Background: an optimization exercise with open tools, aiming at small area, a short achievable clock period and few clock cycles per item. Do not read the settings as production practice.
The RTL was checked by simulation tests, not by an equivalence proof against the original design.

==> inputs of run M <==
// lorenz_euler_stepper
module lorenz_euler_stepper (
    input  wire logic                   i_clk,
    input  wire logic                   i_rst_n,
    input  wire logic                   i_cfg_we,
    input  wire logic [les_pkg::INDEX_WIDTH-1:0] i_cfg_index,
    input  wire logic [les_pkg::CFG_WIDTH-1:0]   i_cfg_data,
    input  wire logic                   i_in_valid,
    output logic                        o_in_ready,
    input  wire logic                   i_restart,
    output logic                        o_out_valid,
    input  wire logic                   i_out_ready,
    output logic [31:0]                 o_x_pos,
    output logic [31:0]                 o_y_pos,
    output logic [31:0]                 o_z_pos,
    output logic [31:0]                 o_w_out,
    output logic [7:0]                  o_red,
    output logic [7:0]                  o_green,
    output logic [7:0]                  o_blue,
    output logic [19:0]                 o_step_index,
    output logic                        o_last_step
);
clock: 6.5 ns
lec_check: 0
abc_area: 1
cap_margin: 20
core_margin: 2
core_utilization: 55
setup_slack_margin: 1.0
slew_margin: 20
run.sh (not shown) runs the stock make flow with config.mk's settings and CLKGATE_MAP_FILE= SYNTH_SCRIPT=/design/flow/synth_recipe.tcl, a recipe that flattens the netlist after the stock synthesis.
==> run X (differences from run M) <==
--- a/flow/design.v
+++ b/flow/design.v
@@ -1763,29 +1763,22 @@
 module les_ramp_div (
     input  wire logic [17:0] i_rem,
     input  wire logic [7:0]  i_low,
     input  wire logic [17:0] i_div,
     output logic [17:0]      o_rem,
     output logic [7:0]       o_low
 );
-    logic [18:0] t0, t1;
-    logic [19:0] d0, d1;
-    logic [17:0] r0;
-    logic        g0, g1;
-    les_add #(.W(20)) u_d0 (.i_a({1'b0, t0}), .i_b(~{2'b00, i_div}), .i_c(1'b1), .o_s(d0), .o_c());
-    les_add #(.W(20)) u_d1 (.i_a({1'b0, t1}), .i_b(~{2'b00, i_div}), .i_c(1'b1), .o_s(d1), .o_c());
-    always_comb begin
-        t0 = {i_rem, i_low[7]};
-        g0 = !d0[19];
-        r0 = g0 ? d0[17:0] : t0[17:0];
-        t1 = {r0, i_low[6]};
-        g1 = !d1[19];
-        o_rem = g1 ? d1[17:0] : t1[17:0];
-        o_low = {i_low[5:0], g0, g1};
-    end
+    logic [18:0] t;
+    logic [19:0] d;
+    logic        g;
+    assign t = {i_rem, i_low[7]};
+    les_add #(.W(20)) u_d (.i_a({1'b0, t}), .i_b(~{2'b00, i_div}), .i_c(1'b1), .o_s(d), .o_c());
+    assign g     = !d[19];
+    assign o_rem = g ? d[17:0] : t[17:0];
+    assign o_low = {i_low[6:0], g};
 endmodule
 `default_nettype wire
 module les_add #(
     parameter int W = 32
 ) (
     input  wire logic [W-1:0] i_a,
     input  wire logic [W-1:0] i_b,
@@ -1853,14 +1846,15 @@
     logic [2:0]  r_prem;
     logic        r_per_busy, r_pos_busy;
     logic [19:0] r_pos;
     logic [2:0]  r_seg;
     logic [2:0]  r_cseg;
     logic [17:0] r_crem;
     logic [7:0]  r_clow;
+    logic [2:0]  r_ccnt;
     logic [23:0] r_held;
     logic [19:0] r_oidx;
     logic        r_olast;
     logic [31:0] mul_a, mul_r, opb_n;
     logic [15:0] opb_one, opb_two, opb_neg;
     logic [47:0] cs0, cs1;
     logic        csc;
@@ -1936,14 +1930,23 @@
     end
     logic [25:0] ramp_n;
     logic [17:0] div_rem;
     logic [7:0]  div_low;
     les_add #(.W(20)) u_pinc (.i_a(cur_pos), .i_b(20'd0), .i_c(1'b1), .o_s(pos_inc), .o_c());
     les_add #(.W(26)) u_ramp (.i_a({cur_pos[17:0], 8'd0}), .i_b(~{8'd0, cur_pos[17:0]}), .i_c(1'b1),
                               .o_s(ramp_n), .o_c());
+    logic [26:0] r1_a, r1_b, r1_c, r1_s, r1_y, r1_x;
+    logic        r1_ge;
+    assign r1_a = {1'b0, cur_pos[17:0], 8'd0};
+    assign r1_b = ~{9'd0, cur_pos[17:0]};
+    assign r1_c = ~{2'b00, r_per[17:0], 7'd0};
+    assign r1_s = r1_a ^ r1_b ^ r1_c;
+    assign r1_y = (r1_a & r1_b) | (r1_a & r1_c) | (r1_b & r1_c);
+    les_add #(.W(27)) u_r1 (.i_a(r1_s), .i_b({r1_y[25:0], 1'b1}), .i_c(1'b1), .o_s(r1_x), .o_c());
+    assign r1_ge = !r1_x[26];
     les_ramp_div u_div (
         .i_rem (r_crem),
         .i_low (r_clow),
         .i_div (r_per[17:0]),
         .o_rem (div_rem),
         .o_low (div_low)
     );
@@ -2092,35 +2095,37 @@
             else if (r_ph[3])                     r_opo <= r_z;
             else if (r_ph[4])                     r_opo <= ~r_y;
             else if (r_ph[5])                     r_opo <= r_x;
             else                                  r_opo <= r_y;
         end
         if (deq && give) begin
             r_cseg <= cur_seg;
-            r_crem <= ramp_n[25:8];
-            r_clow <= ramp_n[7:0];
-        end else if (p2 | r_ph[3] | r_ph[4] | r_ph[5]) begin
+            r_crem <= r1_ge ? r1_x[24:7] : ramp_n[24:7];
+            r_clow <= {ramp_n[6:0], r1_ge};
+            r_ccnt <= 3'd0;
+        end else if (r_ccnt != 3'd6) begin
             r_crem <= div_rem;
             r_clow <= div_low;
+            r_ccnt <= r_ccnt + 3'd1;
         end
         if (r_tail) begin
             r_oidx  <= idx0;
             r_olast <= (idx1 == r_limit);
         end
         if (last_ph) begin
             if (per_zero) begin
                 r_held <= 24'd0;
             end else if (r_cseg != 3'd6) begin
                 case (r_cseg)
-                    3'd0:    r_held <= {8'hFF, r_clow, 8'h00};
-                    3'd1:    r_held <= {~r_clow, 8'hFF, 8'h00};
-                    3'd2:    r_held <= {8'h00, 8'hFF, r_clow};
-                    3'd3:    r_held <= {8'h00, ~r_clow, 8'hFF};
-                    3'd4:    r_held <= {r_clow, 8'h00, 8'hFF};
-                    default: r_held <= {8'hFF, 8'h00, ~r_clow};
+                    3'd0:    r_held <= {8'hFF, div_low, 8'h00};
+                    3'd1:    r_held <= {~div_low, 8'hFF, 8'h00};
+                    3'd2:    r_held <= {8'h00, 8'hFF, div_low};
+                    3'd3:    r_held <= {8'h00, ~div_low, 8'hFF};
+                    3'd4:    r_held <= {div_low, 8'h00, 8'hFF};
+                    default: r_held <= {8'hFF, 8'h00, ~div_low};
                 endcase
             end
         end
     end
     logic [19:0] idx1, idx0;
     les_add #(.W(20)) u_idx1 (.i_a(r_count), .i_b({20{r_run}}), .i_c(1'b0), .o_s(idx1), .o_c());
     les_add #(.W(20)) u_idx0 (.i_a(idx1), .i_b(20'hF_FFFF), .i_c(1'b0), .o_s(idx0), .o_c());
==> run C (differences from run M) <==
--- a/flow/design.v
+++ b/flow/design.v
@@ -1763,29 +1763,22 @@
 module les_ramp_div (
     input  wire logic [17:0] i_rem,
     input  wire logic [7:0]  i_low,
     input  wire logic [17:0] i_div,
     output logic [17:0]      o_rem,
     output logic [7:0]       o_low
 );
-    logic [18:0] t0, t1;
-    logic [19:0] d0, d1;
-    logic [17:0] r0;
-    logic        g0, g1;
-    les_add #(.W(20)) u_d0 (.i_a({1'b0, t0}), .i_b(~{2'b00, i_div}), .i_c(1'b1), .o_s(d0), .o_c());
-    les_add #(.W(20)) u_d1 (.i_a({1'b0, t1}), .i_b(~{2'b00, i_div}), .i_c(1'b1), .o_s(d1), .o_c());
-    always_comb begin
-        t0 = {i_rem, i_low[7]};
-        g0 = !d0[19];
-        r0 = g0 ? d0[17:0] : t0[17:0];
-        t1 = {r0, i_low[6]};
-        g1 = !d1[19];
-        o_rem = g1 ? d1[17:0] : t1[17:0];
-        o_low = {i_low[5:0], g0, g1};
-    end
+    logic [18:0] t;
+    logic [19:0] d;
+    logic        g;
+    assign t = {i_rem, i_low[7]};
+    les_add #(.W(20)) u_d (.i_a({1'b0, t}), .i_b(~{2'b00, i_div}), .i_c(1'b1), .o_s(d), .o_c());
+    assign g     = !d[19];
+    assign o_rem = g ? d[17:0] : t[17:0];
+    assign o_low = {i_low[6:0], g};
 endmodule
 `default_nettype wire
 module les_add #(
     parameter int W = 32
 ) (
     input  wire logic [W-1:0] i_a,
     input  wire logic [W-1:0] i_b,
@@ -1853,14 +1846,15 @@
     logic [2:0]  r_prem;
     logic        r_per_busy, r_pos_busy;
     logic [19:0] r_pos;
     logic [2:0]  r_seg;
     logic [2:0]  r_cseg;
     logic [17:0] r_crem;
     logic [7:0]  r_clow;
+    logic [2:0]  r_ccnt;
     logic [23:0] r_held;
     logic [19:0] r_oidx;
     logic        r_olast;
     logic [31:0] mul_a, mul_r, opb_n;
     logic [15:0] opb_one, opb_two, opb_neg;
     logic [47:0] cs0, cs1;
     logic        csc;
@@ -1936,14 +1930,23 @@
     end
     logic [25:0] ramp_n;
     logic [17:0] div_rem;
     logic [7:0]  div_low;
     les_add #(.W(20)) u_pinc (.i_a(cur_pos), .i_b(20'd0), .i_c(1'b1), .o_s(pos_inc), .o_c());
     les_add #(.W(26)) u_ramp (.i_a({cur_pos[17:0], 8'd0}), .i_b(~{8'd0, cur_pos[17:0]}), .i_c(1'b1),
                               .o_s(ramp_n), .o_c());
+    logic [26:0] r1_a, r1_b, r1_c, r1_s, r1_y, r1_x;
+    logic        r1_ge;
+    assign r1_a = {1'b0, cur_pos[17:0], 8'd0};
+    assign r1_b = ~{9'd0, cur_pos[17:0]};
+    assign r1_c = ~{2'b00, r_per[17:0], 7'd0};
+    assign r1_s = r1_a ^ r1_b ^ r1_c;
+    assign r1_y = (r1_a & r1_b) | (r1_a & r1_c) | (r1_b & r1_c);
+    les_add #(.W(27)) u_r1 (.i_a(r1_s), .i_b({r1_y[25:0], 1'b1}), .i_c(1'b1), .o_s(r1_x), .o_c());
+    assign r1_ge = !r1_x[26];
     les_ramp_div u_div (
         .i_rem (r_crem),
         .i_low (r_clow),
         .i_div (r_per[17:0]),
         .o_rem (div_rem),
         .o_low (div_low)
     );
@@ -2092,35 +2095,37 @@
             else if (r_ph[3])                     r_opo <= r_z;
             else if (r_ph[4])                     r_opo <= ~r_y;
             else if (r_ph[5])                     r_opo <= r_x;
             else                                  r_opo <= r_y;
         end
         if (deq && give) begin
             r_cseg <= cur_seg;
-            r_crem <= ramp_n[25:8];
-            r_clow <= ramp_n[7:0];
-        end else if (p2 | r_ph[3] | r_ph[4] | r_ph[5]) begin
+            r_crem <= r1_ge ? r1_x[24:7] : ramp_n[24:7];
+            r_clow <= {ramp_n[6:0], r1_ge};
+            r_ccnt <= 3'd0;
+        end else if (r_ccnt != 3'd6) begin
             r_crem <= div_rem;
             r_clow <= div_low;
+            r_ccnt <= r_ccnt + 3'd1;
         end
         if (r_tail) begin
             r_oidx  <= idx0;
             r_olast <= (idx1 == r_limit);
         end
         if (last_ph) begin
             if (per_zero) begin
                 r_held <= 24'd0;
             end else if (r_cseg != 3'd6) begin
                 case (r_cseg)
-                    3'd0:    r_held <= {8'hFF, r_clow, 8'h00};
-                    3'd1:    r_held <= {~r_clow, 8'hFF, 8'h00};
-                    3'd2:    r_held <= {8'h00, 8'hFF, r_clow};
-                    3'd3:    r_held <= {8'h00, ~r_clow, 8'hFF};
-                    3'd4:    r_held <= {r_clow, 8'h00, 8'hFF};
-                    default: r_held <= {8'hFF, 8'h00, ~r_clow};
+                    3'd0:    r_held <= {8'hFF, div_low, 8'h00};
+                    3'd1:    r_held <= {~div_low, 8'hFF, 8'h00};
+                    3'd2:    r_held <= {8'h00, 8'hFF, div_low};
+                    3'd3:    r_held <= {8'h00, ~div_low, 8'hFF};
+                    3'd4:    r_held <= {div_low, 8'h00, 8'hFF};
+                    default: r_held <= {8'hFF, 8'h00, ~div_low};
                 endcase
             end
         end
     end
     logic [19:0] idx1, idx0;
     les_add #(.W(20)) u_idx1 (.i_a(r_count), .i_b({20{r_run}}), .i_c(1'b0), .o_s(idx1), .o_c());
     les_add #(.W(20)) u_idx0 (.i_a(idx1), .i_b(20'hF_FFFF), .i_c(1'b0), .o_s(idx0), .o_c());
Settings changed: SETUP_SLACK_MARGIN 1.0 to 1.3.
==> run notes <==
The flow ran to the end and the layout has no timing, DRC or antenna violations. The core region is 112,000 sq um. The normalized max-slew margin was 0.0780; the required time reported for the critical path endpoint was 7.02 ns.

The area fraction of clock buffers and clock inverters came out at 0.0422. The worst register-to-register path ends at r_cs0[17].
Source of the figures above: run X

==> run notes <==
At the worst endpoint, the required time is 7.09 ns. The normalized max-slew margin is 0.100. The flow ran to the end and the layout has no timing, DRC or antenna violations. The area fraction of clock buffers and clock inverters is 0.0413, and the maximum number of pins on one net before global-route repair is 194.

The endpoint identified for the worst register-to-register timing path is r_z[19]. The core area was 112,000 sq um.
Source of the figures above: run C

==> run notes <==
The flow ran to the end and the layout has no timing, DRC or antenna violations. Once routing completed, OpenROAD measured the worst setup slack at 1.24 ns. The endpoint identified for the worst register-to-register timing path is r_btwo[8]. Yosys printed 33 warnings. The core region is 112,000 sq um. TritonCTS built the clock tree.

Source of the figures above: run M

Testbench counts of run M, summed over its fixed seeds: cycles 13,512, items 1,920.
Testbench counts of run X, summed over its fixed seeds: cycles 13,512, items 1,920.
Testbench counts of run C, summed over its fixed seeds: cycles 13,512, items 1,920.

==> separate check: timing with driven ports <==
No port has a modelled driver above. Below, the same layouts with a new extraction and two added sets of constraints.
Step 1 (the two cells are an assumption about what drives the block):
set clk [get_ports {i_clk}]
set_driving_cell -lib_cell sky130_fd_sc_hd__clkbuf_16 $clk
set_driving_cell -lib_cell sky130_fd_sc_hd__buf_2 [delete_from_list [all_inputs] $clk]
Step 2, shift: input delay + t, output delay - t, t = (earliest + latest rising clock arrival at the registers) / 2. This alone moves slack from input paths to output paths.
Three values: no drivers, after step 1, after step 2; two values: the first two.
run	t (ns)	setup slack, ns	hold WS [ns]	worst slew at a driven data input, ns
run M	0.770	1.241 / 1.241 / 1.241	0.463 / 0.463 / 0.463	0.07
run X	0.752	1.147 / 1.147 / 1.147	0.457 / 0.457 / 0.457	0.10
run C	0.754	1.305 / 1.305 / 1.305	0.458 / 0.458 / 0.458	0.10
After both steps every run listed still meets setup and hold.
